Optimization exercise on an open flow, not production practice.
RTL: at most simulated, not proved equivalent.
Power: default activity.

**run.sh**
```bash
#!/bin/bash
# synth_recipe.tcl (not shown) runs the flow's synth.tcl, then flattens the netlist and writes it again
# the make line also repeats each setting of config.mk as NAME=value (left out here)
make -C /OpenROAD-flow-scripts/flow DESIGN_CONFIG=/design/flow/config.mk WORK_HOME=/design/flow/orfs CLKGATE_MAP_FILE= SYNTH_SCRIPT=/design/flow/synth_recipe.tcl finish
```
**config.mk**
```make
export PLATFORM = sky130hd
export DESIGN_NAME = instr_fetch_unit
export DESIGN_NICKNAME = instr_fetch_unit
export VERILOG_FILES = /design/flow/design.v
export SDC_FILE = /design/flow/constraint.sdc
export NUM_CORES = 4
export LEC_CHECK = 0
export ABC_CLOCK_PERIOD_IN_PS = 2500
export CAP_MARGIN = 20
export CORE_MARGIN = 2
export CORE_UTILIZATION = 50
export SETUP_SLACK_MARGIN = 3.0
export SLEW_MARGIN = 20
export SYNTH_HIERARCHICAL = 1
```
**constraint.sdc**
```tcl
create_clock -name core_clock -period 5.5 [get_ports {clk}]
set_input_delay 1.1000 -clock core_clock [delete_from_list [all_inputs] [get_ports {clk}]]
set_output_delay 1.1000 -clock core_clock [all_outputs]
set_load 0.01 [all_outputs]
```
**design.v**
```verilog
package instr_fetch_unit_pkg;
  localparam logic [5:0] OP_RTYPE = 6'd0;
  localparam logic [5:0] OP_J     = 6'd2;
  localparam logic [5:0] OP_BEQ   = 6'd4;
  localparam logic [5:0] OP_BNE   = 6'd5;
  localparam logic [5:0] OP_LW    = 6'd35;
  localparam logic [5:0] OP_SW    = 6'd43;
  localparam logic [31:0] HALT_WORD = 32'hFFFF_FFFF;
  typedef enum logic [2:0] {
    ST_IDLE  = 3'd0,
    ST_FETCH = 3'd1,
    ST_ISSUE = 3'd2,
    ST_WAIT  = 3'd3,
    ST_HALT  = 3'd4
  } fetch_state_t;
endpackage
module next_pc_logic
(
  input  logic [31:0] pc,
  input  logic [31:0] instrword,
  input  logic        aluzero,
  output logic [31:0] next_pc
);
  logic [31:0] pc4;
  logic [31:0] br_off;
  logic [5:0]  opcode;
  assign pc4    = pc + 32'd4;
  assign opcode = instrword[31:26];
  assign br_off = {{14{instrword[15]}}, instrword[15:0], 2'b00};
  always_comb begin
    next_pc = pc4;
    case (opcode)
      instr_fetch_unit_pkg::OP_BEQ:  if (aluzero)  next_pc = pc4 + br_off;
      instr_fetch_unit_pkg::OP_BNE:  if (!aluzero) next_pc = pc4 + br_off;
      instr_fetch_unit_pkg::OP_J:    next_pc = {pc4[31:28], instrword[25:0], 2'b00};
      default: next_pc = pc4;
    endcase
  end
endmodule
module instr_fetch_unit
#(
  parameter int          IMEM_DEPTH   = 128,
  parameter logic [31:0] RESET_PC     = 32'h0000_0000,
  parameter int          WAIT_TIMEOUT = 16
) (
  input  logic                  clk,
  input  logic                  rst,
  input  logic                  run,
  input  logic                  imem_we,
  input  logic [6:0]            imem_waddr,
  input  logic [31:0]           imem_wdata,
  output logic [31:0]           instrword,
  output logic                  newinstr,
  input  logic                  instrdone,
  input  logic                  aluzero,
  output logic [31:0]           pc,
  output logic                  halted,
  output logic                  fault
);
  localparam int NPART = 8;                  
  logic [31:0] imem   [128];
  logic [31:0] imem_d [128];
  logic        busy_q;             
  logic        rvalid_q;           
  logic        req_q;              
  logic [31:2] pc_q;
  logic [31:0] instrword_q;
  logic [31:0] fall_q;             
  logic [6:0]  raddr_q;            
  logic [15:0] rlo_q;              
  logic [7:0]  rhi_q;              
  logic [31:0] part_q [NPART];
  logic        newinstr_q;
  logic        halted_q, fault_q;
  logic [4:0]  wait_cnt_q;
  logic        taken_oor_q;        
  logic [31:9] taken_hi_q;         
  logic [7:0]   wa_hi;
  logic [15:0]  wa_lo;
  logic [127:0] wsel, whold;
  always_comb begin
    for (int i = 0; i < 8; i++)  wa_hi[i] = imem_we && (imem_waddr[6:4] == 3'(i));
    for (int i = 0; i < 16; i++) wa_lo[i] = (imem_waddr[3:0] == 4'(i));
    for (int w = 0; w < 128; w++) wsel[w] = wa_hi[w / 16] & wa_lo[w % 16];
    whold = ~wsel;
  end
  for (genvar w = 0; w < 128; w++) begin : g_word
    for (genvar c = 0; c < 8; c++) begin : g_slice
      ifu_mem_slice u_slice (
        .q    (imem[w][4*c+3:4*c]),
        .hold (whold[w]),
        .wd   (imem_wdata[4*c+3:4*c]),
        .we   (wsel[w]),
        .d    (imem_d[w][4*c+3:4*c])
      );
    end
  end
  always_ff @(posedge clk) begin
    for (int w = 0; w < 128; w++) imem[w] <= imem_d[w];
  end
  logic [127:0] rsel;
  always_comb begin
    for (int w = 0; w < 128; w++) rsel[w] = rlo_q[w % 16];
  end
  logic [31:0] grp_n [NPART][6];
  for (genvar p = 0; p < NPART; p++) begin : g_part
    for (genvar k = 0; k < 6; k++) begin : g_sl
      localparam int W0 = 16*p + ((k < 4) ? 3*k : 12 + 2*(k-4));
      for (genvar c = 0; c < 8; c++) begin : g_slice
        if (k < 4) begin : g_3
          ifu_rd3 u_rd (
            .s   (rsel[W0+2:W0]),
            .d0  (imem[W0][4*c+3:4*c]),
            .d1  (imem[W0+1][4*c+3:4*c]),
            .d2  (imem[W0+2][4*c+3:4*c]),
            .y_n (grp_n[p][k][4*c+3:4*c])
          );
        end else begin : g_2
          ifu_rd2 u_rd (
            .s   (rsel[W0+1:W0]),
            .d0  (imem[W0][4*c+3:4*c]),
            .d1  (imem[W0+1][4*c+3:4*c]),
            .y_n (grp_n[p][k][4*c+3:4*c])
          );
        end
      end
    end
  end
  always_ff @(posedge clk) begin
    for (int p = 0; p < NPART; p++)
      part_q[p] <= ~(grp_n[p][0] & grp_n[p][1] & grp_n[p][2] &
                     grp_n[p][3] & grp_n[p][4] & grp_n[p][5]);
  end
  logic [31:0] rdata;
  always_comb begin
    rdata = '0;
    for (int p = 0; p < NPART; p++) rdata = rdata | (part_q[p] & {32{rhi_q[p]}});
  end
  logic [5:0]  opcode;
  logic        is_j, is_beq, is_bne, is_halt;
  assign opcode  = instrword_q[31:26];
  assign is_j    = (opcode == instr_fetch_unit_pkg::OP_J);
  assign is_beq  = (opcode == instr_fetch_unit_pkg::OP_BEQ);
  assign is_bne  = (opcode == instr_fetch_unit_pkg::OP_BNE);
  assign is_halt = (instrword_q == instr_fetch_unit_pkg::HALT_WORD);
  logic [31:2] pc4, br_tgt, taken_pc;
  logic [6:0]  tgt_addr;
  assign pc4      = {22'd0, {1'b0, pc_q[8:2]} + 8'd1};
  assign br_tgt   = pc4 + {{14{instrword_q[15]}}, instrword_q[15:0]};
  assign taken_pc = is_j ? {4'd0, instrword_q[25:0]} : br_tgt;
  assign tgt_addr = is_j ? instrword_q[6:0] : raddr_q + instrword_q[6:0];
  logic taken;
  assign taken = is_j | (is_beq & aluzero) | (is_bne & ~aluzero);
  logic        fall_oor, next_oor;
  assign fall_oor = &pc_q[8:2];
  assign next_oor = taken ? taken_oor_q : fall_oor;
  logic first;
  assign first = (wait_cnt_q == 5'd1);
  logic [6:0] raddr_d;
  always_comb begin
    raddr_d = raddr_q;
    if (rst) begin
      raddr_d = RESET_PC[8:2];
    end else if (!halted_q) begin
      if (!busy_q) begin
        if (!(|pc_q[31:9]) && (run || req_q) && rvalid_q) raddr_d = raddr_q + 7'd1;
      end else if (wait_cnt_q == 5'd0) begin
        raddr_d = tgt_addr;
      end else if (instrdone && !is_halt) begin
        if (run && !next_oor && !(taken && first))
          raddr_d = taken ? raddr_q + 7'd1 : pc_q[8:2] + 7'd2;
        else
          raddr_d = taken ? raddr_q : pc_q[8:2] + 7'd1;
      end
    end
  end
  always_ff @(posedge clk) begin
    raddr_q <= raddr_d;
    for (int i = 0; i < 16; i++) rlo_q[i] <= (raddr_d[3:0] == 4'(i));
    for (int i = 0; i < 8; i++)  rhi_q[i] <= (raddr_q[6:4] == 3'(i));
  end
  always_ff @(posedge clk) begin
    if (rst) begin
      busy_q     <= 1'b0;
      rvalid_q   <= 1'b0;
      req_q      <= 1'b0;
      pc_q       <= RESET_PC[31:2];
      newinstr_q <= 1'b0;
      halted_q   <= 1'b0;
      fault_q    <= 1'b0;
      wait_cnt_q <= '0;
    end else begin
      newinstr_q <= 1'b0;
      if (!halted_q) begin
        if (!busy_q) begin
          rvalid_q <= 1'b1;
          req_q    <= req_q | run;
          if (|pc_q[31:9]) begin
            halted_q <= 1'b1;
            fault_q  <= 1'b1;
          end else if ((run || req_q) && rvalid_q) begin
            busy_q      <= 1'b1;
            req_q       <= 1'b0;
            newinstr_q  <= 1'b1;
            instrword_q <= rdata;
            wait_cnt_q  <= '0;
          end
        end else begin
          wait_cnt_q <= wait_cnt_q + 5'd1;
          if (wait_cnt_q == 5'd0) begin
            taken_oor_q <= |taken_pc[31:9];
            taken_hi_q  <= taken_pc[31:9];
          end
          if (first) fall_q <= rdata;
          if (instrdone) begin
            if (is_halt) begin
              halted_q <= 1'b1;
            end else begin
              pc_q <= taken ? {taken_hi_q, raddr_q} : pc4;
              if (run && !next_oor && !(taken && first)) begin
                newinstr_q  <= 1'b1;
                instrword_q <= (taken || first) ? rdata : fall_q;
                wait_cnt_q  <= '0;
              end else begin
                busy_q   <= 1'b0;
                req_q    <= run;
                rvalid_q <= taken;
              end
            end
          end else if (wait_cnt_q[4]) begin
            halted_q <= 1'b1;
            fault_q  <= 1'b1;
          end
        end
      end
    end
  end
  assign instrword = instrword_q;
  assign newinstr  = newinstr_q;
  assign pc        = {pc_q, 2'b00};
  assign halted    = halted_q;
  assign fault     = fault_q;
endmodule
module ifu_mem_slice (
  input  logic [3:0] q,
  input  logic       hold,
  input  logic [3:0] wd,
  input  logic       we,
  output logic [3:0] d
);
  assign d = (q & {4{hold}}) | (wd & {4{we}});
endmodule
module ifu_rd3 (
  input  logic [2:0] s,
  input  logic [3:0] d0,
  input  logic [3:0] d1,
  input  logic [3:0] d2,
  output logic [3:0] y_n
);
  assign y_n = ~((d0 & {4{s[0]}}) | (d1 & {4{s[1]}}) | (d2 & {4{s[2]}}));
endmodule
module ifu_rd2 (
  input  logic [1:0] s,
  input  logic [3:0] d0,
  input  logic [3:0] d1,
  output logic [3:0] y_n
);
  assign y_n = ~((d0 & {4{s[0]}}) | (d1 & {4{s[1]}}));
endmodule
```
==> reports/results.tsv, run 1 <==
stage	metric	value	unit
power	power.share.combinational	10.8	%
critical_path	crit_arrival	3830	ps
sta	fmax	331.3	MHz
cells_and_area	fin_area	0.1855	mm2
clocking	clock-root-buffer	clkbuf_16	
critical_path	cp_max_fo	6	
synthesis	ys_seq_area_share	60.60	%
floorplan	core	0.2995	mm2
sta	tns	0	ps
global_route	overflow	0	
clocking	cts_buffers	456	
drt	dr.pass1.iters	13	
synthesis	synthesis.area	0.1503	mm2
floorplan	die_h	552.2	um
hold_path	hold_path.class	flip-flop to flip-flop	
global_route	grt_pass1_vias	124900	
drt	via_per_inst	7.464	
clocking	insertion_delay	1000	ps
place	preCtsSetupSlack	692.6	ps
synthesis	yosys_most_used_dff	dfxtp_1	
place	port_buffers	109	
floorplan	die_x	552.2	um
synthesis	synth_area_leaders	dfxtp_1 (59%), a22o_1 (24%), a222oi_1 (6.8%)	
cells_and_area	drive_gt1_share	17.67	%
cells_and_area	nNetsFinal	13230	
synthesis	synth_most_common_cell	dfxtp_1	
global_route	grt_max_degree	119	
critical_path	r2r_end	taken_hi_q[20]	
power	seqPwrFrac	48.4	%
power	power_frac_clock	40.8	%
synthesis	synth_top_area_share	58.90	%
clocking	clkTransAtPathRegs	60	ps
power	p_sw	20.64	mW
floorplan	dieArea	0.3049	mm2
sta	slew_headroom	21.47	%
cells_and_area	synthToLayoutAreaGrowth	23.46	%
drt	drt_iter0_markers	22850	
cells_and_area	finish.utilization	61.94	%
cells_and_area	fillers	23100	
critical_path	critPathLaunchType	flip-flop	
power	leakage	69.52	nW
clocking	cts_tree	yes	
sta	worst_pin_slew	1178	ps
power	pwr_density_cell	426.1	mW/mm2
sta	setup_violations	0	
critical_path	reg2regPathDepth	13	
synthesis	ys_async_sr_fraction	0	%
sta	maxSlewViolCount	0	
synthesis	yosysWarningCount	13	
drt	wl_per_cell	37.67	um
critical_path	critical_path_required	6310	ps
synthesis	yosys-top-cells-count	dfxtp_1 (4421), a22o_1 (4096), a222oi_1 (1024)	
power	switching_share	26.11	%
sta	postLayoutSetupSlackWorst	2482	ps
power	vdd_drop_max	0.3697	mV
clocking	hold_buffers	0	
hold_path	min_from	pc_q[14]	
clocking	clock_path_buffers	4	
critical_path	critPathKind	flip-flop to flip-flop	
sta	rsz0062_at_grt	yes	
flow_run	max_cap_violations	0	
clocking	cts_max_level	5	
critical_path	rrSetupSlack	2480	ps
drt	drc	0	
synthesis	ys_seq_elements	4506	
hold_path	hold_depth	2	
place	dp_hpwl	349900	um
global_route	antenna_found_initial	38	
drt	drtAntennaViolNets	0	
global_route	grt_pass1_wl	922500	um
synthesis	yosys.area.top_type	dfxtp_1	
run_status	run_status	timing/DRC/antenna clean	
place	place_area	0.1610	mm2
sta	hold_violations	0	
drt	vias	130800	
drt	routed_wl	660100	um
hold_path	whs_endpoint	pc_q[14]	
power	power.internal	58.40	mW
synthesis	syn_inst	11660	
floorplan	start_util	50.17	%
sta	finClkSkew	44.25	ps
critical_path	rr_startpoint	pc_q[2]	
synthesis	avgSynthCellArea	12.89	um2
floorplan	rows	201	
critical_path	cp-end-kind	flip-flop	
place	gp_congestion	0.9860	
sta	post-route-period-util	54.88	%
floorplan	io_pins	112	
global_route	grtUsageTotal	40.86	%
synthesis	synth_edf_count	85	
sta	post-route-min-period	3018	ps
clocking	clock_sinks	4506	
synthesis	netlist-cell-type-count	70	
==> cells by family after synthesis <==
logic type | synth area share [%]
AO/OA/AOI/OAI | 34.56
adder cells (fa/ha/maj) | 0.1715
other | 0.002496
multiplexers | 0.2864
flip-flops | 60.60
AND/OR/NAND/NOR | 3.689
XOR/XNOR | 0.1515
buffers and inverters | 0.5462
==> state kept, by name, summed over array words and instances, names as in the netlist, 5 cells and up <==
| name | cells |
|---|---|
| fall_q | 32 |
| raddr_q | 7 |
| imem | 4096 |
| rlo_q | 16 |
| taken_hi_q | 20 |
| pc_q | 27 |
| rhi_q | 8 |
| instrword_q | 32 |
| part_q | 256 |
| wait_cnt_q | 5 |
==> timing repair <==
item	4_1_cts	5_1_grt
cloned	127	15
endpoints found under the setup margin	4384	1945
pin swaps	76	80
gates resized for setup	689	158
setup buffers	511	97
==> final cells by class <==
cell class              instances  area (um2)  area share, %
flip-flops and latches       4506       91220          49.17
well taps                    3958        4952          2.669
diodes                         17       42.54        0.02293
repair inverters              123       918.4         0.4950
inverters                     140        1023         0.5517
clock buffers                 670       13400          7.221
multi-input cells            6951       61390          33.09
repair buffers                991       10450          5.632
clock inverters               170        2133          1.150
==> Yosys stat by module (local to each module, per instance) <==
module            flops+latches  area (um2)  cells  times used
instr_fetch_unit           4506      100300   6026           1
ifu_rd3                       0       40.04      4         256
ifu_mem_slice                 0       35.03      4        1024
ifu_rd2                       0       30.03      4         128
==> per-layer routing <==
metal | vias up | wire, um | GRT usage, %
met3 | 1790 | 78700 | 10.04
met4 | 36 | 46300 | 25.94
li1 | 53560 | - | -
met5 | - | 246 | 0
met1 | 66120 | 253200 | 53.39
met2 | 9312 | 281700 | 60.48
==> stage by stage <==
step	hold WS [ps]	std cells	power [mW]
after floorplan	448.6	11660	42.34
after detailed placement	464.2	15920	46.41
final	473.3	17530	79.04
after global placement	460.0	15920	46.10
after global routing	490.5	17510	80.84
after CTS	469.9	17400	78.42
==> power groups by stage <==
| stage | Sequential (mW) | Clock (mW) | Combinational, mW |
|---|---|---|---|
| 6_report | 38.3 | 32.2 | 8.55 |
| 5_1_grt | 38.5 | 33.6 | 8.74 |
| 4_1_cts | 38.1 | 32.3 | 8.04 |
| 3_5_place_dp | 38.8 | 0 | 7.57 |
| 3_3_place_gp | 38.7 | 0 | 7.39 |
| 2_1_floorplan | 38.5 | 0 | 3.84 |
==> cell usage in the layout (no fill, tap or decap), types with 97 or more instances in the layout <==
master / synthesis / layout
buf_4: 5 / 637
and4_1: 257 / 251
nand3_1: 300 / 267
buf_12: 0 / 175
a22oi_1: 642 / 627
clkbuf_8: 0 / 101
clkinv_2: 1 / 97
clkinvlp_4: 0 / 257
clkbuf_1: 61 / 106
buf_6: 1 / 130
clkbuf_16: 0 / 467
a222oi_1: 1024 / 1024
a22o_1: 4096 / 4096
dfxtp_1: 4421 / 4371
==> worst max-delay path, stage by stage, from the launching register on <==
cell and delay (ps):
dfxtp_4 390, ha_4 160, nand3_4 110, xor2_4 250, inv_2 60, ha_4 220, o21a_1 110, o211ai_1 170
a21oi_1 70, a211o_2 350, a21oi_4 250, buf_4 160, o211a_4 290, a21o_1 240
==> how the worst max path moves through the flow <==
stage | start | end | cells after the start
6_report | pc_q[2] | taken_hi_q[20] | 13
5_1_grt | pc_q[2] | taken_oor_q | 13
4_1_cts | pc_q[2] | taken_oor_q | 12
3_5_place_dp | imem_waddr[1] | imem[73][23] | 7
3_3_place_gp | imem_waddr[0] | imem[34][13] | 6
2_1_floorplan | imem_waddr[5] | imem[6][10] | 6
Testbench counts, summed over its fixed seeds: cycles 48,511, items 12,000.
==> run 2: changes to the inputs <==
--- a/design.v
+++ b/design.v
@@ -76,11 +76,24 @@
   logic        taken_oor_q;        
-  logic [31:9] taken_hi_q;         
-  logic [7:0]   wa_hi;
-  logic [15:0]  wa_lo;
+  logic        br_c10_q;           
+  logic        br_b9_q;            
+  logic        pc_oor_q;           
+  logic        j_q, beq_q, bne_q, halt_q, fall_oor_q;
+  logic        first_q;            
   logic [127:0] wsel, whold;
-  always_comb begin
-    for (int i = 0; i < 8; i++)  wa_hi[i] = imem_we && (imem_waddr[6:4] == 3'(i));
-    for (int i = 0; i < 16; i++) wa_lo[i] = (imem_waddr[3:0] == 4'(i));
-    for (int w = 0; w < 128; w++) wsel[w] = wa_hi[w / 16] & wa_lo[w % 16];
-    whold = ~wsel;
+  for (genvar b = 0; b < 8; b++) begin : g_wblk
+    logic [3:0] row, col;
+    ifu_wpre #(.BLK(b)) u_pre (
+      .we   (imem_we),
+      .a    (imem_waddr),
+      .row  (row),
+      .col  (col)
+    );
+    for (genvar w = 0; w < 16; w++) begin : g_wdec
+      ifu_wdec u_wdec (
+        .hi   (row[w / 4]),
+        .lo   (col[w % 4]),
+        .sel  (wsel[16*b + w]),
+        .hold (whold[16*b + w])
+      );
+    end
   end
@@ -145,15 +158,40 @@
   assign is_halt = (instrword_q == instr_fetch_unit_pkg::HALT_WORD);
-  logic [31:2] pc4, br_tgt, taken_pc;
+  logic [31:2] pc4;
   logic [6:0]  tgt_addr;
-  assign pc4      = {22'd0, {1'b0, pc_q[8:2]} + 8'd1};
-  assign br_tgt   = pc4 + {{14{instrword_q[15]}}, instrword_q[15:0]};
-  assign taken_pc = is_j ? {4'd0, instrword_q[25:0]} : br_tgt;
+  assign pc4 = {22'd0, {1'b0, pc_q[8:2]} + 8'd1};
+  logic [8:0]  br_lo;
+  logic [7:0]  off_hi;
+  logic        br_up_zero;
+  assign br_lo  = {1'b0, pc4[9:2]} + {1'b0, instrword_q[7:0]};
+  assign off_hi = instrword_q[15:8];
+  assign br_up_zero = br_lo[8] ? (off_hi == 8'hFF) : (off_hi == 8'h00);
   assign tgt_addr = is_j ? instrword_q[6:0] : raddr_q + instrword_q[6:0];
+  logic [7:0]  br_hi8;
+  logic        br_co;
+  logic [13:0] br_up14;
+  logic [31:9] taken_hi;
+  assign br_hi8   = off_hi + 8'(br_c10_q);
+  assign br_co    = br_c10_q & (&off_hi);
+  assign br_up14  = off_hi[7] ? (br_co ? 14'd0 : '1) : (br_co ? 14'd1 : 14'd0);
+  assign taken_hi = j_q ? {4'd0, instrword_q[25:7]} : {br_up14, br_hi8, br_b9_q};
   logic taken;
-  assign taken = is_j | (is_beq & aluzero) | (is_bne & ~aluzero);
-  logic        fall_oor, next_oor;
-  assign fall_oor = &pc_q[8:2];
-  assign next_oor = taken ? taken_oor_q : fall_oor;
+  assign taken = j_q | (beq_q & aluzero) | (bne_q & ~aluzero);
+  logic next_oor;
+  assign next_oor = taken ? taken_oor_q : fall_oor_q;
   logic first;
-  assign first = (wait_cnt_q == 5'd1);
+  assign first = first_q;
+  function automatic logic [15:0] dec16(logic [3:0] a);
+    dec16 = '0;
+    dec16[a] = 1'b1;
+  endfunction
+  function automatic logic [15:0] rotl16(logic [15:0] v, logic [3:0] n);
+    logic [31:0] vv;
+    vv = {v, v} << n;
+    rotl16 = vv[31:16];
+  endfunction
+  logic [15:0] rlo_inc, rlo_tgt, rlo_f1, rlo_f2, rlo_d;
+  assign rlo_inc = {rlo_q[14:0], rlo_q[15]};
+  assign rlo_tgt = is_j ? dec16(instrword_q[3:0]) : rotl16(rlo_q, instrword_q[3:0]);
+  assign rlo_f1  = dec16(pc_q[5:2] + 4'd1);
+  assign rlo_f2  = dec16(pc_q[5:2] + 4'd2);
   logic [6:0] raddr_d;
@@ -165,6 +203,6 @@
       if (!busy_q) begin
-        if (!(|pc_q[31:9]) && (run || req_q) && rvalid_q) raddr_d = raddr_q + 7'd1;
+        if (!pc_oor_q && (run || req_q) && rvalid_q) raddr_d = raddr_q + 7'd1;
       end else if (wait_cnt_q == 5'd0) begin
         raddr_d = tgt_addr;
-      end else if (instrdone && !is_halt) begin
+      end else if (instrdone && !halt_q) begin
         if (run && !next_oor && !(taken && first))
@@ -176,6 +214,23 @@
   end
+  always_comb begin
+    rlo_d = rlo_q;
+    if (rst) begin
+      rlo_d = dec16(RESET_PC[5:2]);
+    end else if (!halted_q) begin
+      if (!busy_q) begin
+        if (!pc_oor_q && (run || req_q) && rvalid_q) rlo_d = rlo_inc;
+      end else if (wait_cnt_q == 5'd0) begin
+        rlo_d = rlo_tgt;
+      end else if (instrdone && !halt_q) begin
+        if (run && !next_oor && !(taken && first))
+          rlo_d = taken ? rlo_inc : rlo_f2;
+        else
+          rlo_d = taken ? rlo_q : rlo_f1;
+      end
+    end
+  end
   always_ff @(posedge clk) begin
     raddr_q <= raddr_d;
-    for (int i = 0; i < 16; i++) rlo_q[i] <= (raddr_d[3:0] == 4'(i));
-    for (int i = 0; i < 8; i++)  rhi_q[i] <= (raddr_q[6:4] == 3'(i));
+    rlo_q   <= rlo_d;
+    for (int i = 0; i < 8; i++) rhi_q[i] <= (raddr_q[6:4] == 3'(i));
   end
@@ -187,2 +242,3 @@
       pc_q       <= RESET_PC[31:2];
+      pc_oor_q   <= |RESET_PC[31:9];
       newinstr_q <= 1'b0;
@@ -197,3 +253,3 @@
           req_q    <= req_q | run;
-          if (|pc_q[31:9]) begin
+          if (pc_oor_q) begin
             halted_q <= 1'b1;
@@ -204,3 +260,2 @@
             newinstr_q  <= 1'b1;
-            instrword_q <= rdata;
             wait_cnt_q  <= '0;
@@ -209,5 +264,12 @@
           wait_cnt_q <= wait_cnt_q + 5'd1;
+          first_q    <= (wait_cnt_q == 5'd0);
           if (wait_cnt_q == 5'd0) begin
-            taken_oor_q <= |taken_pc[31:9];
-            taken_hi_q  <= taken_pc[31:9];
+            j_q         <= is_j;
+            beq_q       <= is_beq;
+            bne_q       <= is_bne;
+            halt_q      <= is_halt;
+            fall_oor_q  <= &pc_q[8:2];
+            taken_oor_q <= is_j ? |instrword_q[25:7] : (br_lo[7] | ~br_up_zero);
+            br_c10_q    <= br_lo[8];
+            br_b9_q     <= br_lo[7];
           end
@@ -215,9 +277,9 @@
           if (instrdone) begin
-            if (is_halt) begin
+            if (halt_q) begin
               halted_q <= 1'b1;
             end else begin
-              pc_q <= taken ? {taken_hi_q, raddr_q} : pc4;
+              pc_q     <= taken ? {taken_hi, raddr_q} : pc4;
+              pc_oor_q <= next_oor;
               if (run && !next_oor && !(taken && first)) begin
                 newinstr_q  <= 1'b1;
-                instrword_q <= (taken || first) ? rdata : fall_q;
                 wait_cnt_q  <= '0;
@@ -237,2 +299,15 @@
   end
+  logic        iw_load;
+  logic [31:0] iw_next, iw_d;
+  assign iw_load = !rst && !halted_q &&
+                   (busy_q ? (instrdone && !halt_q && run && !next_oor && !(taken && first))
+                           : (!pc_oor_q && (run || req_q) && rvalid_q));
+  assign iw_next = (!busy_q || taken || first) ? rdata : fall_q;
+  ifu_hold32 u_iw_hold (
+    .q  (instrword_q),
+    .d  (iw_next),
+    .en (iw_load),
+    .y  (iw_d)
+  );
+  always_ff @(posedge clk) instrword_q <= iw_d;
   assign instrword = instrword_q;
@@ -269 +344,33 @@
 endmodule
+module ifu_wdec (
+  input  logic hi,
+  input  logic lo,
+  output logic sel,
+  output logic hold
+);
+  assign sel  = hi & lo;
+  assign hold = ~(hi & lo);
+endmodule
+module ifu_wpre #(
+  parameter int BLK = 0
+) (
+  input  logic       we,
+  input  logic [6:0] a,
+  output logic [3:0] row,
+  output logic [3:0] col
+);
+  always_comb begin
+    for (int i = 0; i < 4; i++) begin
+      row[i] = we && (a[6:4] == 3'(BLK)) && (a[3:2] == 2'(i));
+      col[i] = (a[1:0] == 2'(i));
+    end
+  end
+endmodule
+module ifu_hold32 (
+  input  logic [31:0] q,
+  input  logic [31:0] d,
+  input  logic        en,
+  output logic [31:0] y
+);
+  assign y = en ? d : q;
+endmodule
--- a/config.mk
+++ b/config.mk
@@ -11,2 +11,5 @@
 export CORE_UTILIZATION = 50
+export CTS_BUF_LIST = sky130_fd_sc_hd__clkbuf_16
+export CTS_CLUSTER_DIAMETER = 80
+export CTS_CLUSTER_SIZE = 20
 export SETUP_SLACK_MARGIN = 3.0
==> run 2 against run 1 <==
Wire length decreased by 5.2%. Register-to-register slack improved by 300 ps. Sequential power about the same. First-iteration DRC count decreased by 1.2%. Largest cell class unchanged. Critical endpoint is now instrword_q[15]. Highest routed layer unchanged. Sequential share of layout area increased by 3.4 points. Setup slack improved by 300 ps. Total power decreased by 12%. Largest power group unchanged.
==> reports/results.tsv, run 2 <==
stage	metric	value	unit
clocking	clkTransAtPathRegs	90	ps
critical_path	critPathLaunchType	flip-flop	
synthesis	ys_seq_elements	4495	
clocking	insertion_delay	930	ps
clocking	clock_path_buffers	4	
floorplan	core	0.3035	mm2
clocking	cts_tree	yes	
drt	drc	0	
synthesis	yosys_most_used_dff	dfxtp_1	
drt	dr.pass1.iters	13	
global_route	grtUsageTotal	38.43	%
hold_path	hold_path.class	flip-flop to flip-flop	
synthesis	synth_most_common_cell	dfxtp_1	
drt	via_per_inst	7.550	
global_route	met1_usage	51.78	%
sta	maxSlewViolCount	0	
sta	post-route-period-util	49.49	%
synthesis	syn_inst	11930	
clocking	cts_buffers	266	
critical_path	path_cells	buf_4, a22oi_1, nand4_1, mux2_2, mux2_4	
synthesis	synthesis.area	0.1528	mm2
sta	slew_headroom	16.91	%
synthesis	synth_top_area_share	58.36	%
floorplan	die_x	556.8	um
place	port_buffers	109	
cells_and_area	largest_reg_flops	4096	
place	place_area	0.1623	mm2
global_route	grt_use_met2	56.85	%
clocking	cts_max_level	5	
power	leakage	64.11	nW
synthesis	yosys-top-cells-count	dfxtp_1 (4454), a22o_1 (4096), a222oi_1 (1027)	
critical_path	slowest_delay	710	ps
critical_path	crit_buf_inv	1	
critical_path	cp_slowest_cell	a22oi_1	
cells_and_area	drive_gt1_share	10.84	%
cells_and_area	layout_commonest_cell	dfxtp_1	
synthesis	avgSynthCellArea	12.80	um2
synthesis	yosysWarningCount	21	
sta	worst_pin_slew	1246	ps
global_route	grt_pass1_vias	120800	
sta	finClkSkew	37.20	ps
synthesis	netlist-cell-type-count	89	
critical_path	critPathTopFamily	multiplexers	
cells_and_area	synthToLayoutAreaGrowth	12.95	%
clocking	clock_sinks	4495	
power	vdd_drop_max	0.2712	mV
cells_and_area	final_cell_mix	dfxtp_1 (4368), a22o_1 (4096), a222oi_1 (1027)	
global_route	overflow	0	
cells_and_area	largest_register	imem	
run_status	run_status	timing/DRC/antenna clean	
synthesis	synth_edf_count	41	
floorplan	io_pins	112	
floorplan	rows	202	
sta	fmax	367.4	MHz
critical_path	cp_max_fo	32	
power	power.total	69.22	mW
floorplan	start_util	50.33	%
drt	vias	127700	
clocking	clock-root-buffer	clkbuf_16	
sta	rsz0062_at_grt	yes	
global_route	antenna_found_initial	48	
critical_path	critical_path_required	6310	ps
flow_run	max_cap_violations	0	
sta	tns	0	ps
sta	post-route-min-period	2722	ps
drt	drtAntennaViolNets	0	
global_route	grt_pass1_wl	885400	um
cells_and_area	top_regs	imem: 4096 flops, part_q: 256 flops	
floorplan	die_h	556.8	um
synthesis	yosys.area.top_type	dfxtp_1	
place	preCtsSetupSlack	1003	ps
critical_path	cp-end-kind	flip-flop	
global_route	grt_max_degree	128	
critical_path	crit_arrival	3530	ps
drt	wl_per_cell	37.00	um
power	pwr_density_cell	401.1	mW/mm2
drt	drt_iter0_markers	22570	
synthesis	synth_area_leaders	dfxtp_1 (58%), a22o_1 (23%), a222oi_1 (6.7%)	
sta	postLayoutSetupSlackWorst	2778	ps
synthesis	ys_seq_area_share	59.17	%
global_route	use_met3	9.371	%
sta	hold_violations	0	
global_route	busiest_layer	met2	
floorplan	dieArea	0.3100	mm2
place	gp_congestion	0.9518	
synthesis	ys_async_sr_fraction	0	%
drt	routed_wl	625700	um
critical_path	critPathKind	flip-flop to flip-flop	
cells_and_area	fillers	24760	
cells_and_area	nNetsFinal	12860	
place	dp_hpwl	355200	um
sta	setup_violations	0	
clocking	hold_buffers	0	
cells_and_area	fin_area	0.1726	mm2
[run 2: cell types whose count changed after synthesis, moves of 20 or more]
cell      delta
nor2_1      +23
and2_1     +137
dfxtp_1     +33
edfxtp_1    -44
mux2_4      +30
nor2b_1     +26
inv_1      -121
a21oi_1     +35
nand3_1     -23
and3_1      +20
[run 2: worst paths after layout]
path         startpoint              end  slack [ps]  depth (start not counted)
max            rhi_q[4]  instrword_q[15]        2780                          5
min            pc_q[27]         pc_q[27]         450                          2
max reg2reg    rhi_q[4]  instrword_q[15]        2780                          5
min reg2reg    pc_q[27]         pc_q[27]         450                          2
[run 2: power by group]
part           switching [mW]  internal, mW
Combinational            6.34          4.57
Sequential               2.34          35.9
Clock                    11.0          9.02
Total                    19.7          49.5
[run 2: per-module statistics from Yosys, one instance, submodules excluded, excerpt]
module | cells inside | flip-flops and latches
ifu_rd2 | 4 | 0
instr_fetch_unit | 5928 | 4495
ifu_wdec | 2 | 0
ifu_hold32 | 36 | 0
ifu_mem_slice | 4 | 0
ifu_rd3 | 4 | 0
[run 2: logic make-up (layout without fill, tap and decap cells)]
group,Yosys count,count (layout),synth area share (%)
xor+xnor,32,32,0.2007
mux,113,113,0.9959
other cells,1,19,0.002455
flops,4495,4495,59.17
buf+inv,110,994,0.3554
compound gates,5981,5981,34.32
fa+ha+maj,34,34,0.2834
simple gates,1166,1166,4.676
[run 2: through the flow]
| stage | instances | utilization, % | hold WS [ps] |
|---|---|---|---|
| 4_1_cts | 16840 | 56.51 | 453.7 |
| 3_5_place_dp | 16420 | 53.46 | 450.3 |
| 3_3_place_gp | 16410 | 53.44 | 443.9 |
| 2_1_floorplan | 11930 | - | 449.7 |
| 5_1_grt | 16900 | 56.84 | 477.7 |
| 6_report | 16910 | 56.85 | 452.8 |
[run 2: timing repair]
action                     4_1_cts  5_1_grt
setup endpoints to repair     4397     1957
gates resized for setup        635      112
pin swaps                       40       41
cloned                           4        2
buffers inserted               115       57
[run 2: tightest hold or removal path, cell delays in order, from the launching register on]
cell	delay (ps)
dfxtp_2	320
nand2_1	50
a21oi_1	50
[run 2: layout make-up]
class / instances / area, um2 / area share (%)
antenna: 17 / 42.54 / 0.02465
clock inverter: 27 / 202.7 / 0.1175
timing repair inverter: 1 / 5.005 / 0.002900
sequential: 4495 / 90640 / 52.53
tap: 4080 / 5105 / 2.958
clock buffer: 276 / 6907 / 4.002
multi-input combinational: 7328 / 62970 / 36.49
timing repair buffer: 672 / 6593 / 3.820
inverter: 18 / 98.84 / 0.05728
[run 2: metal layers]
layer / up-vias / wire length, um
li1: 52970 / -
met1: 64980 / 246800
met2: 8411 / 268000
met3: 1334 / 74310
met4: 20 / 36510
met5: - / 131
Testbench counts of run 2, summed over its fixed seeds: cycles 48,511, items 12,000.
==> run 3: changes to the inputs <==
--- a/design.v
+++ b/design.v
@@ -81,2 +81,6 @@
   logic        first_q;            
+  logic [6:0]  f_addr_q;           
+  logic [15:0] f_oh_q;             
+  logic        pc_load;
+  logic [31:2] pc_next, pc_o_q, pc_o_d;
   logic [127:0] wsel, whold;
@@ -194,4 +198,4 @@
   assign rlo_tgt = is_j ? dec16(instrword_q[3:0]) : rotl16(rlo_q, instrword_q[3:0]);
-  assign rlo_f1  = dec16(pc_q[5:2] + 4'd1);
-  assign rlo_f2  = dec16(pc_q[5:2] + 4'd2);
+  assign rlo_f1  = f_oh_q;
+  assign rlo_f2  = {f_oh_q[14:0], f_oh_q[15]};
   logic [6:0] raddr_d;
@@ -208,5 +212,5 @@
         if (run && !next_oor && !(taken && first))
-          raddr_d = taken ? raddr_q + 7'd1 : pc_q[8:2] + 7'd2;
+          raddr_d = taken ? raddr_q + 7'd1 : f_addr_q + 7'd1;
         else
-          raddr_d = taken ? raddr_q : pc_q[8:2] + 7'd1;
+          raddr_d = taken ? raddr_q : f_addr_q;
       end
@@ -271,2 +275,4 @@
             fall_oor_q  <= &pc_q[8:2];
+            f_addr_q    <= raddr_q;
+            f_oh_q      <= rlo_q;
             taken_oor_q <= is_j ? |instrword_q[25:7] : (br_lo[7] | ~br_up_zero);
@@ -280,3 +286,3 @@
             end else begin
-              pc_q     <= taken ? {taken_hi, raddr_q} : pc4;
+              pc_q     <= pc_next;
               pc_oor_q <= next_oor;
@@ -305,3 +311,3 @@
   assign iw_next = (!busy_q || taken || first) ? rdata : fall_q;
-  ifu_hold32 u_iw_hold (
+  ifu_hold #(.W(32)) u_iw_hold (
     .q  (instrword_q),
@@ -312,6 +318,33 @@
   always_ff @(posedge clk) instrword_q <= iw_d;
-  assign instrword = instrword_q;
+  logic [31:0] iw_o_q, iw_o_d;
+  ifu_hold #(.W(32)) u_iw_o_hold (
+    .q  (iw_o_q),
+    .d  (iw_next),
+    .en (iw_load),
+    .y  (iw_o_d)
+  );
+  always_ff @(posedge clk) iw_o_q <= iw_o_d;
+  assign pc_load = !halted_q && busy_q && instrdone && !halt_q;
+  assign pc_next = taken ? {taken_hi, raddr_q} : {22'd0, fall_oor_q, f_addr_q};
+  ifu_hold #(.W(30)) u_pc_o_hold (
+    .q  (pc_o_q),
+    .d  (pc_next),
+    .en (pc_load),
+    .y  (pc_o_d)
+  );
+  always_ff @(posedge clk) pc_o_q <= rst ? RESET_PC[31:2] : pc_o_d;
+  logic set_halt, halted_o_q, halted_o_d;
+  assign set_halt = !halted_q &&
+                    (busy_q ? (instrdone ? halt_q : wait_cnt_q[4]) : pc_oor_q);
+  ifu_hold #(.W(1)) u_halted_o_hold (
+    .q  (halted_o_q),
+    .d  (1'b1),
+    .en (set_halt),
+    .y  (halted_o_d)
+  );
+  always_ff @(posedge clk) halted_o_q <= !rst && halted_o_d;
+  assign instrword = iw_o_q;
   assign newinstr  = newinstr_q;
-  assign pc        = {pc_q, 2'b00};
-  assign halted    = halted_q;
+  assign pc        = {pc_o_q, 2'b00};
+  assign halted    = halted_o_q;
   assign fault     = fault_q;
@@ -368,7 +401,9 @@
 endmodule
-module ifu_hold32 (
-  input  logic [31:0] q,
-  input  logic [31:0] d,
-  input  logic        en,
-  output logic [31:0] y
+module ifu_hold #(
+  parameter int W = 32
+) (
+  input  logic [W-1:0] q,
+  input  logic [W-1:0] d,
+  input  logic         en,
+  output logic [W-1:0] y
 );
==> run 3 against run 2 <==
Largest cell class unchanged. Sequential cell count up 66. Synthesized cell count up 0.59%. Setup slack worse by 2.7 ps. Still clean on timing, DRC and antenna. Largest power group unchanged. Area after synthesis up 1.3%. Clock skew up 15 ps.
==> reports/results.tsv, run 3 <==
stage	metric	value	unit
run_status	run_status	timing/DRC/antenna clean	
floorplan	die_x	560.5	um
clocking	cts_tree	yes	
cells_and_area	nNetsFinal	12840	
drt	via_per_inst	7.540	
critical_path	crit_arrival	3480	ps
power	leakage	64.32	nW
place	dpl.cell_count	16520	
sta	hold_violations	0	
place	dp_hpwl	353700	um
critical_path	cp-end-kind	flip-flop	
sta	tns	0	ps
floorplan	start_util	50.17	%
synthesis	synth_adder_area_share	0.1988	%
cells_and_area	layoutNonFillerInstCount	16960	
sta	finClkSkew	52.27	ps
synthesis	ys_seq_elements	4561	
clocking	hold_buffers	0	
synthesis	netlist-cell-type-count	84	
synthesis	synth_xor_area_share	0.08486	%
flow_run	max_cap_violations	0	
critical_path	cp_slowest_cell	a222oi_1	
sta	post-route-min-period	2724	ps
critical_path	cp_max_fo	97	
sta	fmax	367.0	MHz
global_route	grt_pass1_wl	885900	um
synthesis	synth_edf_count	64	
critical_path	slowest_delay	610	ps
global_route	overflow	0	
clocking	cts_max_level	5	
drt	drt_iter0_markers	21420	
critical_path	path_cells	buf_12, a222oi_1, and4_1, nand3_1	
hold_path	hold_path.class	input pin to flip-flop	
synthesis	yosysWarningCount	21	
drt	wl_per_cell	37.03	um
sta	slew_headroom	10.96	%
critical_path	critPathTopFamily	simple AND/OR/NAND/NOR gates	
floorplan	rows	204	
synthesis	yosys.area.top_type	dfxtp_1	
drt	dr.pass1.iters	8	
power	pwr_density_cell	399.9	mW/mm2
synthesis	yosys-top-cells-count	dfxtp_1 (4497), a22o_1 (4096), a222oi_1 (1024)	
power	vdd_drop_max	0.3720	mV
floorplan	core	0.3086	mm2
drt	drtAntennaViolNets	0	
cells_and_area	synthToLayoutAreaGrowth	12.20	%
place	gp_congestion	0.9322	
floorplan	io_pins	112	
clocking	insertion_delay	950	ps
synthesis	synthMuxAreaShare	1.619	%
clocking	cts_buffers	268	
clocking	clock_sinks	4561	
synthesis	yosys_most_used_dff	dfxtp_1	
clocking	clock-root-buffer	clkbuf_16	
cells_and_area	largest_reg_flops	4096	
drt	routed_wl	628100	um
clocking	clkTransAtPathRegs	90	ps
floorplan	dieArea	0.3141	mm2
clocking	clock_path_buffers	4	
synthesis	avgSynthCellArea	12.90	um2
critical_path	crit_buf_inv	1	
cells_and_area	top_regs	imem: 4096 flops, part_q: 256 flops	
drt	drc	0	
floorplan	die_h	560.5	um
critical_path	critPathKind	flip-flop to flip-flop	
synthesis	ys_async_sr_fraction	0	%
synthesis	synth_compound_area_share	33.78	%
global_route	grtUsageTotal	37.66	%
sta	setup_violations	0	
synthesis	syn_inst	12000	
global_route	antenna_found_initial	48	
cells_and_area	largest_register	imem	
synthesis	synth_most_common_cell	dfxtp_1	
global_route	grt_max_degree	124	
global_route	grt_pass1_vias	121200	
sta	rsz0062_at_grt	yes	
sta	maxSlewViolCount	0	
critical_path	critPathLaunchType	flip-flop	
place	port_buffers	109	
cells_and_area	layout_commonest_cell	dfxtp_1	
synthesis	synth-simple-area-share	4.517	%
sta	post-route-period-util	49.54	%
synthesis	synth_top_family_by_area	compound AO/OA/AOI/OAI gates	
synthesis	synth_area_leaders	dfxtp_1 (58%), a22o_1 (23%), a222oi_1 (6.6%)	
sta	worst_pin_slew	1336	ps
synthesis	synth_top_area_share	58.15	%
synthesis	synthesis.area	0.1548	mm2
cells_and_area	final_cell_mix	dfxtp_1 (4403), a22o_1 (4096), a222oi_1 (1024)	
critical_path	critical_path_required	6260	ps
synthesis	ys_seq_area_share	59.39	%
drt	vias	127900	
cells_and_area	drive_gt1_share	10.61	%
[run 3: metal layers]
metal  wire [um]  vias to the layer above  track usage [%]
met4       38630                       10            20.54
met3       76020                     1267            9.675
met5          70                        -                0
met1      250700                    65070            51.32
met2      262700                     8490            54.44
li1            -                    53040                -
[run 3: worst register-to-register path, stage by stage (launching register included)]
cell,delay (ps)
dfxtp_4,540
buf_12,310
a222oi_1,990
and4_1,470
nand3_1,250
[run 3: cells by family (layout without fill, tap and decap cells)]
kind of cell / Yosys count / after routing
compound gates: 5968 / 5968
xor+xnor: 15 / 15
fa+ha+maj: 24 / 24
buf+inv: 114 / 920
flops: 4561 / 4561
mux: 184 / 184
other cells: 2 / 26
simple gates: 1134 / 1143
[run 3: area by class of cell]
cell class,instances,area (um2)
Multi-Input combinational cell,7337,63220
Inverter,23,96.34
Clock inverter,45,346.6
Timing Repair Buffer,577,5777
Fill cell,25140,134900
Antenna cell,23,57.56
Tap cell,4120,5155
Sequential cell,4561,92180
Clock buffer,275,6882
[run 3: path summary, 6_finish.rpt]
kind,from,to,slack [ps],cells past startpoint
min,imem_wdata[29],imem[14][29],440,2
max reg2reg,rlo_q[6],part_q[7][27],2780,4
max,rlo_q[6],part_q[7][27],2780,4
min reg2reg,imem[21][21],part_q[1][21],480,2
[run 3: what timing repair did]
item / in CTS / in global routing
buffers inserted: 65 / 15
setup endpoints to repair: 4371 / 2884
pin swaps: 19 / 18
gates resized for setup: 657 / 79
gates cloned: 4 / 10
[run 3: per-module statistics from Yosys, one instance, submodules excluded, excerpt]
module            cells  area [um2]
instr_fetch_unit   5928      101300
ifu_rd3               4       40.04
ifu_mem_slice         4       35.03
ifu_rd2               4       30.03
ifu_wdec              2       10.01
[run 3: metrics by stage]
stage	utilization [%]	instance area [um2]	worst slack [ps]	total power [mW]	hold slack, ps
after floorplan	-	155000	2654	43.98	449.7
after global placement	53.21	164200	925.0	48.66	463.4
after detailed placement	53.21	164200	881.7	48.97	467.0
after CTS	56.09	173100	2821	69.00	397.1
after global routing	56.28	173700	2863	71.25	450.4
final	56.29	173700	2776	69.47	438.6
[run 3: power breakdown]
group / internal, mW / switching (mW) / leakage (nW)
clock network: 9.08 / 11.3 / 3.63
registers: 36.5 / 2.83 / 37.4
logic: 4.15 / 5.62 / 23.3
total: 49.8 / 19.7 / 64.3
Testbench counts of run 3, summed over its fixed seeds: cycles 48,511, items 12,000.
==> run 4: changes to the inputs <==
--- a/config.mk
+++ b/config.mk
@@ -10,3 +10,3 @@
 export CORE_MARGIN = 2
-export CORE_UTILIZATION = 50
+export CORE_UTILIZATION = 55
 export CTS_BUF_LIST = sky130_fd_sc_hd__clkbuf_16
==> run 4 against run 3 <==
Combinational power decreased by 0.7%. Final area down 0.55%. Area after synthesis is the same. Maximum frequency fell by 0.18%. Setup slack worse by 4.8 ps. Register-to-register slack hardly changed. Total power fell by 0.68%. Critical path depth did not move. Worst hold slack gained 34 ps.
==> reports/results.tsv, run 4 <==
stage	metric	value	unit
run_status	run_status	timing/DRC/antenna clean	
critical_path	cp_slowest_cell	dfxtp_4	
drt	drtAntennaViolNets	0	
place	dpl.cell_count	16130	
drt	via_per_inst	7.740	
global_route	grt_pass1_wl	867800	um
global_route	overflow	0	
place	gp_congestion	0.9305	
drt	drt_iter0_markers	21620	
sta	fmax	366.4	MHz
critical_path	crit_arrival	3360	ps
power	vdd_drop_max	0.2932	mV
drt	wl_per_cell	36.83	um
drt	vias	128000	
clocking	cts_tree	yes	
power	switching_share	27.84	%
synthesis	ys_async_sr_fraction	0	%
floorplan	die_x	534.6	um
power	power_frac_clock	29.2	%
clocking	clock_path_buffers	4	
critical_path	cp-end-kind	flip-flop	
power	leakage	64.11	nW
cells_and_area	seqCellArea	0.09213	mm2
drt	drc	0	
sta	setup_violations	0	
sta	tns	0	ps
place	port_buffers	109	
critical_path	critPathLaunchType	flip-flop	
global_route	antenna_found_initial	39	
sta	finClkSkew	36.85	ps
clocking	clkTransAtPathRegs	90	ps
sta	slew_headroom	15.39	%
hold_path	hold_path.class	flip-flop to flip-flop	
clocking	cts_buffers	267	
clocking	clock-root-buffer	clkbuf_16	
synthesis	yosys_most_used_dff	dfxtp_1	
global_route	grtUsageTotal	40.54	%
sta	post-route-min-period	2729	ps
floorplan	dieArea	0.2857	mm2
sta	rsz0062_at_grt	yes	
synthesis	avgSynthCellArea	12.90	um2
power	power.share.combinational	14.0	%
sta	hold_violations	0	
synthesis	synth_most_common_cell	dfxtp_1	
cells_and_area	synthToLayoutAreaGrowth	11.59	%
synthesis	netlist-cell-type-count	84	
synthesis	yosys-top-cells-count	dfxtp_1 (4497), a22o_1 (4096), a222oi_1 (1024)	
critical_path	path_cells	buf_12, a222oi_1, and4_1, nand3_1	
critical_path	cp_max_fo	96	
global_route	grt_max_degree	129	
synthesis	synth_edf_count	64	
cells_and_area	multiInputGateArea	0.06310	mm2
sta	maxSlewViolCount	0	
synthesis	yosysWarningCount	21	
clocking	cts_max_level	5	
cells_and_area	layout_commonest_cell	dfxtp_1	
flow_run	max_cap_violations	0	
clocking	clock_sinks	4561	
cells_and_area	drive_gt1_share	10.11	%
power	seqPwrFrac	56.7	%
clocking	insertion_delay	950	ps
cells_and_area	layoutNonFillerInstCount	16530	
synthesis	synthesis.area	0.1548	mm2
floorplan	rows	194	
cells_and_area	largest_register	imem	
floorplan	core	0.2796	mm2
synthesis	synth_top_area_share	58.15	%
drt	dr.pass1.iters	11	
synthesis	synth_area_leaders	dfxtp_1 (58%), a22o_1 (23%), a222oi_1 (6.6%)	
global_route	grt_pass1_vias	121500	
synthesis	yosys.area.top_type	dfxtp_1	
sta	post-route-period-util	49.62	%
synthesis	ys_seq_area_share	59.39	%
drt	routed_wl	608900	um
floorplan	io_pins	112	
critical_path	slowest_delay	490	ps
floorplan	start_util	55.37	%
critical_path	critPathKind	flip-flop to flip-flop	
cells_and_area	final_cell_mix	dfxtp_1 (4407), a22o_1 (4096), a222oi_1 (1024)	
cells_and_area	nNetsFinal	12820	
sta	worst_pin_slew	1269	ps
floorplan	die_h	534.6	um
critical_path	critical_path_required	6130	ps
synthesis	syn_inst	12000	
cells_and_area	top_regs	imem: 4096 flops, part_q: 256 flops	
synthesis	ys_seq_elements	4561	
cells_and_area	largest_reg_flops	4096	
place	dp_hpwl	344400	um
cells_and_area	fillers	21920	
power	p_sw	19.21	mW
power	pwr_density_cell	399.4	mW/mm2
power	power.internal	49.79	mW
run 4: cell types whose count changed in the layout (fill, tap and decap cells not counted), moves of 11 or more:
cell	delta
and4_2	-12
buf_12	-11
dfxtp_4	-20
dfxtp_2	+16
and2_2	-12
and2_1	+12
and4_1	+17
run 4: power by group through the flow:
stage          logic (mW)  clock network [mW]  registers [mW]
4_1_cts              9.34                20.3            39.0
3_3_place_gp         8.83                   0            39.5
3_5_place_dp         9.04                   0            39.7
6_report             9.69                20.2            39.1
2_1_floorplan        4.86                   0            39.1
5_1_grt              9.97                21.4            39.4
run 4: repair_timing:
action	CTS	global route
hold endpoints to repair	0	0
setup buffers	60	15
resized for setup	632	74
setup endpoints to repair	4491	3071
hold buffers	0	0
gates cloned	6	2
pin swaps	18	14
run 4: final cells by class:
class	instances	share of cell area, %
antenna	14	0.02028
clock buffer	280	4.056
clock inverter	29	0.1282
inverter	23	0.05215
multi-input combinational	7334	36.52
sequential	4561	53.33
tap	3724	2.697
timing repair buffer	566	3.196
run 4: cell families (layout without fill, tap and decap cells):
family	Yosys count	after routing	share of synthesized area [%]
xor+xnor	15	15	0.08486
mux	184	184	1.619
simple gates	1134	1140	4.517
compound gates	5968	5968	33.78
other cells	2	17	0.004851
flops	4561	4561	59.39
fa+ha+maj	24	24	0.1988
buf+inv	114	898	0.4089
run 4: worst max-delay path: cells and delay by family (launching register included):
| kind | cells | cell delay, ps |
|---|---|---|
| buffers and inverters | 1 | 310 |
| AO/OA/AOI/OAI | 1 | 490 |
| flip-flops | 1 | 490 |
| AND/OR/NAND/NOR | 2 | 860 |
run 4: per-module statistics from Yosys, one instance, submodules excluded, excerpt:
| module | times used | flops+latches | cell area (um2) |
|---|---|---|---|
| ifu_mem_slice | 1024 | 0 | 35.03 |
| ifu_wdec | 128 | 0 | 10.01 |
| ifu_rd2 | 128 | 0 | 30.03 |
| instr_fetch_unit | 1 | 4561 | 101300 |
| ifu_rd3 | 256 | 0 | 40.04 |
run 4: worst paths after layout:
| check | from | to | slack, ps | cells past startpoint |
|---|---|---|---|---|
| max | rlo_q[9] | part_q[5][11] | 2770 | 4 |
| min | imem[37][5] | part_q[2][5] | 470 | 2 |
| max reg2reg | rlo_q[9] | part_q[5][11] | 2770 | 4 |
| min reg2reg | imem[37][5] | part_q[2][5] | 470 | 2 |
run 4: metal layers:
metal	global-route usage [%]	vias to the layer above	part of all wire, %
met2	58.54	8725	42
met3	10.16	1364	13
met4	23.08	18	6.2
li1	-	52950	-
met5	0.08328	-	0.025
met1	55.22	64900	39
run 4: metrics by stage:
| step | setup WS, ps | utilization [%] | hold WS, ps | power (mW) | instance area [um2] |
|---|---|---|---|---|---|
| floorplan | 2654 | - | 449.7 | 43.98 | 155000 |
| global placement | 1172 | 58.48 | 464.4 | 48.34 | 163500 |
| detailed placement | 1147 | 58.48 | 467.0 | 48.70 | 163500 |
| CTS | 2859 | 61.62 | 476.4 | 68.59 | 172300 |
| global route | 2896 | 61.77 | 493.8 | 70.77 | 172700 |
| finish | 2771 | 61.78 | 473.0 | 69.00 | 172800 |
==> run 5: changes to the inputs <==
--- a/design.v
+++ b/design.v
@@ -180,2 +180,4 @@
   assign taken_hi = j_q ? {4'd0, instrword_q[25:7]} : {br_up14, br_hi8, br_b9_q};
+  logic done;
+  assign done = instrdone && !newinstr_q;
   logic taken;
@@ -282,3 +284,3 @@
           if (first) fall_q <= rdata;
-          if (instrdone) begin
+          if (done) begin
             if (halt_q) begin
@@ -308,3 +310,3 @@
   assign iw_load = !rst && !halted_q &&
-                   (busy_q ? (instrdone && !halt_q && run && !next_oor && !(taken && first))
+                   (busy_q ? (done && !halt_q && run && !next_oor && !(taken && first))
                            : (!pc_oor_q && (run || req_q) && rvalid_q));
@@ -326,3 +328,3 @@
   always_ff @(posedge clk) iw_o_q <= iw_o_d;
-  assign pc_load = !halted_q && busy_q && instrdone && !halt_q;
+  assign pc_load = !halted_q && busy_q && done && !halt_q;
   assign pc_next = taken ? {taken_hi, raddr_q} : {22'd0, fall_oor_q, f_addr_q};
@@ -337,3 +339,3 @@
   assign set_halt = !halted_q &&
-                    (busy_q ? (instrdone ? halt_q : wait_cnt_q[4]) : pc_oor_q);
+                    (busy_q ? (done ? halt_q : wait_cnt_q[4]) : pc_oor_q);
   ifu_hold #(.W(1)) u_halted_o_hold (
==> run 5 against run 4 <==
Clock-buffer cell count is 1 lower. Critical endpoint is now part_q[0][0]. Still clean. Critical path type unchanged. Sequential share of layout area down 0.056 points. Synthesized cell count is 0.41% higher. Via count increased by 0.19%. Die area up 0.12%. Total power is 2.1% higher. Wire length barely moved. Clock power barely moved. Combinational power rose by 15%. Area after synthesis rose by 0.12%. Final area grew 0.12%.
==> reports/results.tsv, run 5 <==
stage	metric	value	unit
synthesis	syn_inst	12050	
cells_and_area	synthToLayoutAreaGrowth	11.58	%
floorplan	dieArea	0.2861	mm2
synthesis	synthesis.area	0.1550	mm2
cells_and_area	layout_commonest_cell	dfxtp_1	
synthesis	synth_area_leaders	dfxtp_1 (58%), a22o_1 (23%), a222oi_1 (6.6%)	
drt	routed_wl	609500	um
power	vdd_drop_max	0.2607	mV
cells_and_area	top_regs	imem: 4096 flops, part_q: 256 flops	
drt	wl_per_cell	36.72	um
global_route	grt_pass1_vias	123000	
critical_path	slowest_delay	560	ps
floorplan	core	0.2799	mm2
clocking	clock_path_buffers	4	
sta	postLayoutSetupSlackWorst	2786	ps
cells_and_area	largest_reg_flops	4096	
sta	post-route-period-util	49.35	%
clocking	clkTransAtPathRegs	80	ps
critical_path	critPathKind	flip-flop to flip-flop	
synthesis	ys_async_sr_fraction	0	%
global_route	grt_max_degree	129	
drt	dr.pass1.iters	14	
global_route	grt_use_met2	59.01	%
drt	drt_iter0_markers	21280	
place	preCtsSetupSlack	1015	ps
place	gp_congestion	0.9513	
drt	vias	128200	
synthesis	yosys_most_used_dff	dfxtp_1	
critical_path	crit_buf_inv	1	
global_route	met1_usage	53.67	%
critical_path	cp_slowest_cell	a222oi_1	
critical_path	cp_max_fo	106	
global_route	use_met3	10.51	%
sta	fmax	368.4	MHz
floorplan	rows	194	
clocking	clock-root-buffer	clkbuf_16	
place	dpl.cell_count	16190	
critical_path	crit_arrival	3370	ps
cells_and_area	drive_gt1_share	10.03	%
sta	rsz0062_at_grt	yes	
synthesis	ys_seq_elements	4561	
synthesis	yosysWarningCount	21	
clocking	clock_sinks	4561	
global_route	grt_pass1_wl	865500	um
clocking	cts_tree	yes	
synthesis	yosys.area.top_type	dfxtp_1	
synthesis	synth_edf_count	64	
sta	slew_headroom	19.25	%
flow_run	max_cap_violations	0	
sta	tns	0	ps
cells_and_area	nNetsFinal	12890	
global_route	busiest_layer	met2	
hold_path	hold_path.class	flip-flop to flip-flop	
drt	drc	0	
power	seqPwrFrac	55.8	%
clocking	cts_buffers	267	
drt	drtAntennaViolNets	0	
power	power.share.combinational	15.7	%
global_route	grtUsageTotal	40.33	%
power	leakage	64.38	nW
cells_and_area	layoutNonFillerInstCount	16600	
synthesis	synth_most_common_cell	dfxtp_1	
synthesis	synth_top_area_share	58.08	%
floorplan	die_h	534.9	um
place	port_buffers	109	
sta	post-route-min-period	2714	ps
floorplan	die_x	534.9	um
cells_and_area	final_cell_mix	dfxtp_1 (4408), a22o_1 (4099), a222oi_1 (1024)	
clocking	cts_max_level	5	
critical_path	cp-end-kind	flip-flop	
cells_and_area	largest_register	imem	
cells_and_area	fin_area	0.1730	mm2
critical_path	critPathLaunchType	flip-flop	
synthesis	yosys-top-cells-count	dfxtp_1 (4497), a22o_1 (4099), a222oi_1 (1024)	
critical_path	critPathTopFamily	simple AND/OR/NAND/NOR gates	
power	p_sw	20.29	mW
power	power.internal	50.17	mW
place	place_area	0.1639	mm2
floorplan	start_util	55.39	%
global_route	antenna_found_initial	34	
run_status	run_status	timing/DRC/antenna clean	
synthesis	netlist-cell-type-count	86	
sta	finClkSkew	45.41	ps
critical_path	critical_path_required	6160	ps
clocking	insertion_delay	950	ps
sta	setup_violations	0	
critical_path	path_cells	buf_12, a222oi_1, and4_2, nand3_1	
sta	worst_pin_slew	1211	ps
power	switching_share	28.80	%
sta	hold_violations	0	
place	dp_hpwl	341600	um
synthesis	ys_seq_area_share	59.32	%
power	pwr_density_cell	407.3	mW/mm2
synthesis	avgSynthCellArea	12.86	um2
global_route	overflow	0	
drt	via_per_inst	7.723	
sta	hold_ws	479.7	ps
power	power_frac_clock	28.6	%
sta	maxSlewViolCount	0	
floorplan	io_pins	112	
## run 5: path summary, 6_finish.rpt
check,end,cells past startpoint,from,slack [ps]
max,part_q[0][0],4,rlo_q[6],2790
min,part_q[7][31],2,imem[117][31],480
max reg2reg,part_q[0][0],4,rlo_q[6],2790
min reg2reg,part_q[7][31],2,imem[117][31],480
## run 5: what timing repair did
action / 4_1_cts / 5_1_grt
resized for setup: 576 / 69
setup buffers: 70 / 15
cloned: 6 / 2
endpoints found under the setup margin: 4358 / 734
hold buffers: 0 / 0
pin swaps: 9 / 11
## run 5: through the flow
step	power (mW)	utilization, %
finish	70.45	61.80
global route	72.25	61.80
CTS	69.90	61.65
detailed placement	50.03	58.58
global placement	49.70	58.58
floorplan	44.54	-
## run 5: kinds of logic after synthesis
group / after synthesis / synth area share (%)
fa+ha+maj: 24 / 0.1986
simple gates: 1185 / 4.654
buf+inv: 119 / 0.4084
xor+xnor: 16 / 0.09041
compound gates: 5986 / 33.93
flops: 4561 / 59.32
mux: 158 / 1.396
other cells: 2 / 0.004845
## run 5: metal layers
metal,share of wire (%),wire [um]
met3,12,74970
met5,0.032,196
met2,42,256900
met4,6.6,40060
met1,39,237400
## run 5: area by class of cell
class,count,area [um2]
clock inverter,32,212.7
sequential,4561,92140
clock buffer,279,6982
multi-input combinational,7378,63210
fill,21830,106900
antenna,7,17.52
timing repair buffer,592,5640
tap,3724,4659
inverter,25,105.1
## run 5: Yosys stat by module, one instance, submodules excluded, a selection
| module | cell area (um2) | times used |
|---|---|---|
| ifu_mem_slice | 35.03 | 1024 |
| ifu_rd2 | 30.03 | 128 |
| ifu_wdec | 10.01 | 128 |
| instr_fetch_unit | 101500 | 1 |
| ifu_rd3 | 40.04 | 256 |
## run 5: worst min-delay path: stages, from the launching register on
cell and delay, ps:
dfxtp_1 330, a222oi_1 60, nand3_1 60
## run 5: power by group through the flow
stage	clock network (mW)	registers (mW)	logic, mW
global route	21.4	39.5	11.3
finish	20.1	39.3	11.1
detailed placement	0	39.8	10.2
CTS	20.2	39.1	10.5
floorplan	0	39.4	5.16
global placement	0	39.7	10.0
Testbench counts of run 5, summed over its fixed seeds: cycles 48,511, items 12,000.
==> run 6: changes to the inputs <==
--- a/design.v
+++ b/design.v
@@ -70,2 +70,3 @@
   logic [15:0] rlo_q;              
+  logic [15:0] rlo_d;
   logic [7:0]  rhi_q;              
@@ -117,5 +118,13 @@
   end
+  logic [15:0]  gsel [NPART];
   logic [127:0] rsel;
+  for (genvar p = 0; p < NPART; p++) begin : g_sel
+    ifu_selreg u_sel (
+      .clk (clk),
+      .d   (rlo_d),
+      .q   (gsel[p])
+    );
+  end
   always_comb begin
-    for (int w = 0; w < 128; w++) rsel[w] = rlo_q[w % 16];
+    for (int w = 0; w < 128; w++) rsel[w] = gsel[w / 16][w % 16];
   end
@@ -197,3 +206,3 @@
   endfunction
-  logic [15:0] rlo_inc, rlo_tgt, rlo_f1, rlo_f2, rlo_d;
+  logic [15:0] rlo_inc, rlo_tgt, rlo_f1, rlo_f2;
   assign rlo_inc = {rlo_q[14:0], rlo_q[15]};
@@ -413 +422,8 @@
 endmodule
+module ifu_selreg (
+  input  logic        clk,
+  input  logic [15:0] d,
+  output logic [15:0] q
+);
+  always_ff @(posedge clk) q <= d;
+endmodule
==> run 6 against run 5 <==
Sequential cell count up 128. Maximum frequency is 2.7% higher. Area after synthesis is 1.8% higher. Critical endpoint is now imem[77][16]. Largest cell class unchanged. Largest power group unchanged. Highest routed layer unchanged.
==> reports/results.tsv, run 6 <==
stage	metric	value	unit
synthesis	synthesis.area	0.1578	mm2
sta	post-route-period-util	48.07	%
synthesis	yosys_most_used_dff	dfxtp_1	
drt	vias	128400	
synthesis	yosysWarningCount	23	
critical_path	critPathLaunchType	input pin	
run_status	run_status	timing/DRC/antenna clean	
drt	wl_met3	72200	um
synthesis	syn_inst	12220	
floorplan	die_x	539.6	um
synthesis	avgSynthCellArea	12.92	um2
cells_and_area	finish.utilization	61.97	%
global_route	overflow	0	
drt	routed_wl	609900	um
cells_and_area	layoutNonFillerInstCount	16710	
clocking	hold_buffers	0	
cells_and_area	nNetsFinal	12940	
critical_path	reg2regPathDepth	8	
sta	setup_violations	0	
drt	drtAntennaViolNets	0	
sta	worst_pin_slew	1190	ps
floorplan	dieArea	0.2912	mm2
clocking	clkTransAtPathRegs	80	ps
clocking	clock-root-buffer	clkbuf_16	
cells_and_area	multiInputGateArea	0.06481	mm2
critical_path	crit_buf_inv	2	
cells_and_area	top_regs	imem: 4096 flops, part_q: 256 flops, g_sel.u_sel.q: 128 flops	
synthesis	synth_area_leaders	dfxtp_1 (59%), a22o_1 (23%), a222oi_1 (6.5%)	
global_route	grtUsageTotal	39.31	%
critical_path	critical_path_required	6310	ps
clocking	insertion_delay	930	ps
global_route	grt_max_degree	129	
place	gp_congestion	0.8959	
sta	finClkSkew	34.28	ps
power	power.total	77.36	mW
critical_path	critPathKind	input pin to flip-flop	
clocking	clock_sinks	4689	
cells_and_area	fillers	22170	
cells_and_area	final_cell_mix	dfxtp_1 (4505), a22o_1 (4096), a222oi_1 (1024)	
drt	dr_wl_met2	261600	um
critical_path	rrSetupSlack	2860	ps
place	dp_hpwl	344500	um
critical_path	cp_slowest_cell	nor2b_1	
cells_and_area	largest_register	imem	
sta	maxSlewViolCount	0	
power	leakage	66.62	nW
power	vdd_drop_max	0.3271	mV
power	switching_share	31.07	%
drt	wl_per_cell	36.49	um
floorplan	core	0.2852	mm2
place	place_area	0.1656	mm2
sta	tns	0	ps
cells_and_area	layout_commonest_cell	dfxtp_1	
global_route	grt_pass1_wl	862900	um
drt	dr.pass1.iters	13	
synthesis	netlist-cell-type-count	81	
place	dpl.cell_count	16180	
clocking	cts_max_level	5	
cells_and_area	fin_area	0.1767	mm2
clocking	cts_buffers	273	
critical_path	r2r_end	rlo_q[7]	
hold_path	hold_path.class	flip-flop to flip-flop	
critical_path	crit_top_cell	buf_4	
global_route	antenna_found_initial	43	
power	pwr_density_cell	437.7	mW/mm2
sta	fmax	378.2	MHz
critical_path	cp-end-kind	flip-flop	
place	port_buffers	109	
power	power_frac_clock	26.6	%
synthesis	ys_seq_area_share	59.90	%
critical_path	cp_max_fo	32	
==> run 6: cell count changes after synthesis, sizes merged, moves of 16 or more <==
cell / delta
buf: +16
a211oi: +19
a221oi: -21
mux2i: +18
nand2: +43
o221ai: +16
dfxtp: +128
==> run 6: power by group through the flow <==
| stage | logic [mW] | clock network [mW] | registers (mW) |
|---|---|---|---|
| after CTS | 13.4 | 20.7 | 42.1 |
| after global routing | 14.7 | 21.8 | 42.6 |
| after detailed placement | 12.7 | 0 | 42.8 |
| after global placement | 12.4 | 0 | 42.6 |
| final | 14.4 | 20.5 | 42.4 |
| after floorplan | 6.20 | 0 | 41.6 |
==> run 6: kinds of logic (layout without fill, tap and decap cells) <==
family	Yosys count	after routing	synth area share [%]
AO/OA/AOI/OAI	5989	5989	33.28
flip-flops	4689	4689	59.90
AND/OR/NAND/NOR	1185	1194	4.516
multiplexers	177	177	1.572
buffers and inverters	140	814	0.4694
adder cells (fa/ha/maj)	24	24	0.1951
XOR/XNOR	11	11	0.06106
other	2	53	0.004760
==> run 6: area by class of cell <==
class,count,share of cell area (%)
Clock buffer,286,4.049
Clock inverter,18,0.06230
Tap cell,3762,2.663
Antenna cell,50,0.07079
Inverter,23,0.05310
Sequential cell,4689,53.58
Timing Repair Buffer,487,2.847
Multi-Input combinational cell,7398,36.67
==> run 6: how the worst max path moves through the flow <==
| stage | from | to | slack [ps] | cells past startpoint |
|---|---|---|---|---|
| 5_1_grt | imem_waddr[0] | imem[28][23] | 2860 | 5 |
| 3_3_place_gp | imem_we | imem[119][6] | 990 | 5 |
| 4_1_cts | rhi_q[3] | instrword_q[20] | 2810 | 5 |
| 2_1_floorplan | imem_waddr[5] | imem[1][0] | 2700 | 4 |
| 6_report | imem_waddr[1] | imem[77][16] | 2860 | 5 |
| 3_5_place_dp | imem_we | imem[122][23] | 910 | 5 |
==> run 6: repair_timing <==
action                                  4_1_cts  5_1_grt
endpoints found under the setup margin     4413     2933
resized for setup                           767      103
gates cloned                                  4       13
buffers inserted                            123       35
pin swaps                                    65       31
==> run 6: per-layer routing <==
metal,GRT usage (%),vias to the layer above
met3,10.81,1467
met2,57.66,8434
met1,51.82,64960
li1,-,53530
met4,23.05,28
met5,0,-
==> run 6: through the flow <==
step	setup slack, ps	hold slack [ps]
5_1_grt	2856	495.5
3_5_place_dp	905.4	469.7
2_1_floorplan	2696	406.4
4_1_cts	2810	489.5
6_report	2856	486.8
3_3_place_gp	993.2	451.1
==> run 6: modules after synthesis, one instance, submodules excluded, a selection <==
module / flip-flops and latches / cells inside / cell area [um2] / times used
ifu_selreg: 16 / 16 / 320.3 / 8
ifu_rd3: 0 / 4 / 40.04 / 256
ifu_rd2: 0 / 4 / 30.03 / 128
ifu_wdec: 0 / 2 / 10.01 / 128
instr_fetch_unit: 4561 / 6015 / 101700 / 1
ifu_mem_slice: 0 / 4 / 35.03 / 1024
Testbench counts of run 6, summed over its fixed seeds: cycles 48,511, items 12,000.
